From an optimization exercise on the open Yosys and OpenROAD flow, aimed at small area; shortcuts taken in it are not production practice. Where RTL was checked, it was by simulation tests only, not by an equivalence proof against the original. No driver is modelled on the clock port, so clocking that relies on it looks cheaper here than on a real chip. Power figures rest on the tool's default switching activity, not on a simulated workload.

== cedar ==
// snes_host_top
module snes_host_top
(
  input  logic           clk_74a,
  input  logic           pll_core_locked,
  input  logic [64:0]    bridge_in,
  input  logic [15:0]    cont1_key,
  input  logic [31:0]    cont1_joy,
  input  logic [27:0]    video_in,
  output logic [16:0]    cart_info,
  output logic [14:0]    core_settings,
  output logic           core_reset,
  output logic [31:0]    pad_state,
  output logic [26:0]    video_out
);
Size in the first run: ~8100 µm² of cells after synthesis.
==> flow/config.mk <==
export PLATFORM = sky130hd
export DESIGN_NAME = snes_host_top
export DESIGN_NICKNAME = snes_host_top
export VERILOG_FILES = /design/flow/design.v
export SDC_FILE = /design/flow/constraint.sdc
export NUM_CORES = 4
export LEC_CHECK = 0
export CAP_MARGIN = 20
export CORE_MARGIN = 2
export CORE_UTILIZATION = 40
export SLEW_MARGIN = 20
export SYNTH_HIERARCHICAL = 1
==> flow/constraint.sdc <==
create_clock -name core_clock -period 13.5 [get_ports {clk_74a}]
set_input_delay 2.7000 -clock core_clock [delete_from_list [all_inputs] [get_ports {clk_74a}]]
set_output_delay 2.7000 -clock core_clock [all_outputs]
set_load 0.01 [all_outputs]
standard.sh (not shown) runs the stock make flow with config.mk's settings and CLKGATE_MAP_FILE= SYNTH_SCRIPT=/design/flow/synth_recipe.tcl, a recipe that flattens the netlist after the stock synthesis.
==> flow/flow/run.sh <==
#!/bin/bash
# Layout: the standard ORFS flow (standard.sh), with three changes to
# how the layout is built:
#  - the port buffers are the smallest buffer cell (buf_1) instead of the
#    flow's default pick;
#  - the clock tree is built from clkbuf_2/clkbuf_4 with no dummy loads;
#  - after floorplan every cell is set to the smallest drive strength of
#    its kind (flow/downsize.tcl); the later repair steps size up where
#    slew, capacitance or timing need it.
# make's full output goes to orfs_make.log here; each ORFS step keeps its
# own log under orfs/logs/.
set -euo pipefail
here=$(pwd)
export BUFFER_PORTS_ARGS="-buffer_cell sky130_fd_sc_hd__buf_1"
export CTS_ARGS="-sink_clustering_enable -repair_clock_nets -dont_use_dummy_load -buf_list {sky130_fd_sc_hd__clkbuf_4 sky130_fd_sc_hd__clkbuf_8} -root_buf sky130_fd_sc_hd__clkbuf_8"
export POST_FLOORPLAN_TCL="$here/flow/downsize.tcl"
bash standard.sh > orfs_make.log 2>&1
==> flow/flow/downsize.tcl <==
# Area recovery after floorplan: give every cell the smallest-area drive
# strength of its own kind (same function and pins). The repair steps that
# follow (repair_design at placement, repair_timing at CTS and global
# route) size up again wherever slew, capacitance or timing need it.
set db [ord::get_db]
set block [ord::get_db_block]
set swapped 0
set saved 0.0
foreach inst [$block getInsts] {
  set master [$inst getMaster]
  set name [$master getName]
  if {![regexp {^(sky130_fd_sc_hd__[a-z0-9]+)_([0-9]+)$} $name -> base drive]} {
    continue
  }
  set cur_area [expr {[$master getWidth] * [$master getHeight]}]
  set best $name
  set best_area $cur_area
  foreach d {0 1 2 3 4 6 8 12 16} {
    set m [$db findMaster ${base}_$d]
    if {$m eq "NULL" || $m eq ""} { continue }
    set a [expr {[$m getWidth] * [$m getHeight]}]
    if {$a < $best_area} {
      set best ${base}_$d
      set best_area $a
    }
  }
  if {$best ne $name} {
    replace_cell [$inst getName] $best
    incr swapped
    set saved [expr {$saved + ($cur_area - $best_area) / 1e6}]
  }
}
puts "downsize: $swapped cells swapped to a smaller drive, [format %.1f $saved] um2 saved"
> inputs changed (cedar -> garnet)
diff --git a/flow/flow/run.sh b/flow/flow/run.sh
--- a/flow/flow/run.sh
+++ b/flow/flow/run.sh
@@ -5,3 +5,5 @@
 #    flow's default pick;
-#  - the clock tree is built from clkbuf_2/clkbuf_4 with no dummy loads;
+#  - the clock tree is built from clkbuf_4/clkbuf_8 with no dummy loads,
+#    and after CTS a clock buffer with few sinks is set to clkbuf_4
+#    (flow/clkresize.tcl);
 #  - after floorplan every cell is set to the smallest drive strength of
@@ -16,2 +18,3 @@
 export POST_FLOORPLAN_TCL="$here/flow/downsize.tcl"
+export POST_CTS_TCL="$here/flow/clkresize.tcl"
 bash standard.sh > orfs_make.log 2>&1
==> flow/flow/clkresize.tcl (new file) <==
# Clock tree area: CTS builds the tree from clkbuf_8; a clock buffer that
# drives only a few sinks gets the smaller clkbuf_4 instead (same place,
# a smaller footprint, so placement stays legal).
set db [ord::get_db]
set block [ord::get_db_block]
set max_fanout 9
set swapped 0
foreach inst [$block getInsts] {
  if {[[$inst getMaster] getName] ne "sky130_fd_sc_hd__clkbuf_8"} { continue }
  set fanout -1
  foreach it [$inst getITerms] {
    if {[$it isOutputSignal]} {
      set net [$it getNet]
      if {$net ne "NULL" && $net ne ""} {
        set fanout [expr {[llength [$net getITerms]] - 1}]
      }
    }
  }
  if {$fanout >= 1 && $fanout <= $max_fanout} {
    replace_cell [$inst getName] sky130_fd_sc_hd__clkbuf_4
    incr swapped
  }
}
puts "clkresize: $swapped clock buffers set to clkbuf_4"
Notes after the runs:
Delta (garnet minus cedar): final wirelength roughly the same; post-layout worst setup margin higher; maximum operating frequency roughly the same; multi-input logic portion of the cell area higher; arrival time at the worst endpoint lower.
Met1 usage: cedar vs garnet — no meaningful difference
Looking only at combinational cell fraction of total power, and setting everything else aside, the higher value of garnet and cedar goes to garnet.

* * *

snes_host_top, a different RTL version from the one above (not shown whole).
Size: ~700 cells after synthesis, ~120 flip-flops, roughly 8200 um^2 of cells after synthesis.
clock: 13.5 ns
lec_check: 0
cap_margin: 20
core_margin: 2
core_utilization: 40
slew_margin: 20
synth_hierarchical: 1
run.sh (not shown) runs the stock make flow with config.mk's settings and CLKGATE_MAP_FILE= SYNTH_SCRIPT=/design/flow/synth_recipe.tcl, a recipe that flattens the netlist after the stock synthesis.
Stock flow here: none of the scripts above is used.
The first run completed without violations.
Rerun with:
==> flow/flow/run.sh (new file) <==
#!/bin/bash
# Layout: the standard ORFS flow, with two changes to how the layout
# is built: the port buffers are the smallest buffer cell (buf_1) instead
# of the flow's default pick, and the clock tree uses no dummy loads.
set -euo pipefail
export BUFFER_PORTS_ARGS="-buffer_cell sky130_fd_sc_hd__buf_1"
export CTS_ARGS="-sink_clustering_enable -repair_clock_nets -dont_use_dummy_load"
bash standard.sh > orfs_make.log 2>&1
==> flow/standard.sh (new file) <==
#!/bin/bash
# synth_recipe.tcl (not shown) runs the flow's synth.tcl, then flattens the netlist and writes it again
# the make line also repeats each setting of config.mk as NAME=value (left out here)
make -C /OpenROAD-flow-scripts/flow DESIGN_CONFIG=/design/flow/config.mk WORK_HOME=/design/flow/orfs CLKGATE_MAP_FILE= SYNTH_SCRIPT=/design/flow/synth_recipe.tcl "${@:-finish}"
removed: flow/run.sh
Total power drops by 12%.
Final cell count falls by 1.1%.
Design area came out lower by 12%.
Wire length falls by 7.1%.
Worst setup slack gains 0.52 ns.
Count of clock-buffer cells in the layout shrinks by 7.
No run of this note included a check of the RTL's function; only the layout flow was run.

* * *

Another version of the RTL of snes_host_top (not shown whole).
Size: roughly 630 cells after synthesis, ~240 I/O pins, ~7400 um^2 of cells after synthesis.
Design snes_host_top, start of the top module:
module snes_host_top
(
  input  logic           clk_74a,
  input  logic           pll_core_locked,
  input  logic [64:0]    bridge_in,
  input  logic [15:0]    cont1_key,
  input  logic [31:0]    cont1_joy,
  input  logic [27:0]    video_in,
  output logic [16:0]    cart_info,
  output logic [14:0]    core_settings,
  output logic           core_reset,
  output logic [31:0]    pad_state,
  output logic [26:0]    video_out
);
  snes_host_pkg::video_settings_t video_settings;
  logic [7:0]      deadzone;
  snes_host_pkg::bridge_wr_t      bridge_s;
  snes_host_pkg::video_in_t       video_in_s;
  snes_host_pkg::cart_info_t      cart_info_s;
  snes_host_pkg::core_settings_t  core_settings_s;
  snes_host_pkg::pad_state_t      pad_state_s;
  snes_host_pkg::video_out_t      video_out_s;
  assign bridge_s      = bridge_in;
  assign video_in_s    = video_in;
  assign cart_info     = cart_info_s;
  assign core_settings = core_settings_s;
  assign pad_state     = pad_state_s;
  assign video_out     = video_out_s;
  bridge_settings u_bridge_settings (
    .clk_74a        (clk_74a),
    .pll_core_locked(pll_core_locked),
    .bridge_in      (bridge_s),
    .cart_info      (cart_info_s),
    .core_settings  (core_settings_s),
    .video_settings (video_settings),
    .deadzone       (deadzone),
    .core_reset     (core_reset)
  );
  stick_deadzone u_stick_deadzone (
    .clk_74a        (clk_74a),
    .pll_core_locked(pll_core_locked),
    .cont1_key      (cont1_key),
    .cont1_joy      (cont1_joy),
    .deadzone       (deadzone),
    .pad_state      (pad_state_s)
  );
  video_color_out u_video_color_out (
    .clk_74a        (clk_74a),
    .pll_core_locked(pll_core_locked),
    .video_in       (video_in_s),
    .video_settings (video_settings),
    .video_out      (video_out_s)
  );
endmodule
Settings: LEC_CHECK=0, CAP_MARGIN=0, CORE_MARGIN=2, CORE_UTILIZATION=40, SLEW_MARGIN=0, SYNTH_HIERARCHICAL=1; clock period 13.5 ns.
standard.sh (not shown) runs the stock make flow with config.mk's settings and CLKGATE_MAP_FILE= SYNTH_SCRIPT=/design/flow/synth_recipe.tcl, a recipe that flattens the netlist after the stock synthesis.
==> flow/flow/run.sh <==
#!/bin/bash
# Layout: the standard ORFS flow (standard.sh), with three changes to
# how the layout is built:
#  - the port buffers are the smallest buffer cell (buf_1) instead of the
#    flow's default pick;
#  - the clock tree is built from clkbuf_4/clkbuf_8 with no dummy loads,
#    and after CTS the root and every clock buffer with few sinks are set
#    to clkbuf_4 (flow/clkresize.tcl);
#  - after floorplan every cell is set to the smallest drive strength of
#    its kind (flow/downsize.tcl); the later repair steps size up where
#    slew, capacitance or timing need it.
# make's full output goes to orfs_make.log here; each ORFS step keeps its
# own log under orfs/logs/.
set -euo pipefail
here=$(pwd)
export BUFFER_PORTS_ARGS="-buffer_cell sky130_fd_sc_hd__buf_1"
export CTS_ARGS="-sink_clustering_enable -repair_clock_nets -dont_use_dummy_load -buf_list {sky130_fd_sc_hd__clkbuf_4 sky130_fd_sc_hd__clkbuf_8} -root_buf sky130_fd_sc_hd__clkbuf_8"
export POST_FLOORPLAN_TCL="$here/flow/downsize.tcl"
export POST_CTS_TCL="$here/flow/clkresize.tcl"
bash standard.sh > orfs_make.log 2>&1
==> flow/flow/clkresize.tcl <==
# Clock tree area: CTS builds the tree from clkbuf_8; a clock buffer that
# drives only a few sinks (up to 10 flip-flops, or the root, whose loads
# are the leaf buffers) gets the smaller clkbuf_4 instead (same place, a
# smaller footprint, so placement stays legal).
set db [ord::get_db]
set block [ord::get_db_block]
set max_fanout 10
set swapped 0
foreach inst [$block getInsts] {
  if {[[$inst getMaster] getName] ne "sky130_fd_sc_hd__clkbuf_8"} { continue }
  set fanout -1
  foreach it [$inst getITerms] {
    if {[$it isOutputSignal]} {
      set net [$it getNet]
      if {$net ne "NULL" && $net ne ""} {
        set fanout [expr {[llength [$net getITerms]] - 1}]
      }
    }
  }
  set is_root [string match "clkbuf_0_*" [$inst getName]]
  if {$is_root || ($fanout >= 1 && $fanout <= $max_fanout)} {
    replace_cell [$inst getName] sky130_fd_sc_hd__clkbuf_4
    incr swapped
  }
}
puts "clkresize: $swapped clock buffers set to clkbuf_4"
Scripts as last shown in full above: flow/flow/downsize.tcl
Next try:
- CAP_MARGIN: 0 -> 20
- SLEW_MARGIN: 0 -> 20
What happened: The changed run finished with timing, DRC and antenna clean; fmax is unchanged; utilization does not change; combinational power barely changes; sequential share of layout area is unchanged; die area does not change; synthesized cell count does not change; clock power barely changes; via count does not change; cell area is unchanged.

## separate check: timing with driven ports
No port has a modelled driver above. Below, the same layouts with a new extraction and two added sets of constraints. Step 1: set_driving_cell puts a clkbuf_16 on clk_74a and a buf_2 on each other input, an assumption about the parent block. Step 2 moves the port delays by t, midway between the first and last clock arrival at a register: inputs arrive t later, outputs are due t later. That takes back most of the time a late clock gives input paths. Slacks: ideal ports / drivers / drivers and shift; pairs: ideal ports / drivers.
run	shift t [ns]	setup WS [ns]	worst slew at a driven data input, ns
cedar	0.466	2.495 / 2.503 / 2.037	0.13
garnet	0.442	2.511 / 2.520 / 2.079	0.13
the first run of note 2	0.444	2.158 / 2.174 / 1.730	0.07
the second run of note 2	0.443	2.678 / 2.695 / 2.252	0.11
the first run of note 3	0.542	2.233 / 2.244 / 1.703	0.11
the second run of note 3	0.542	2.233 / 2.244 / 1.703	0.11
After both steps every run listed still meets setup and hold.
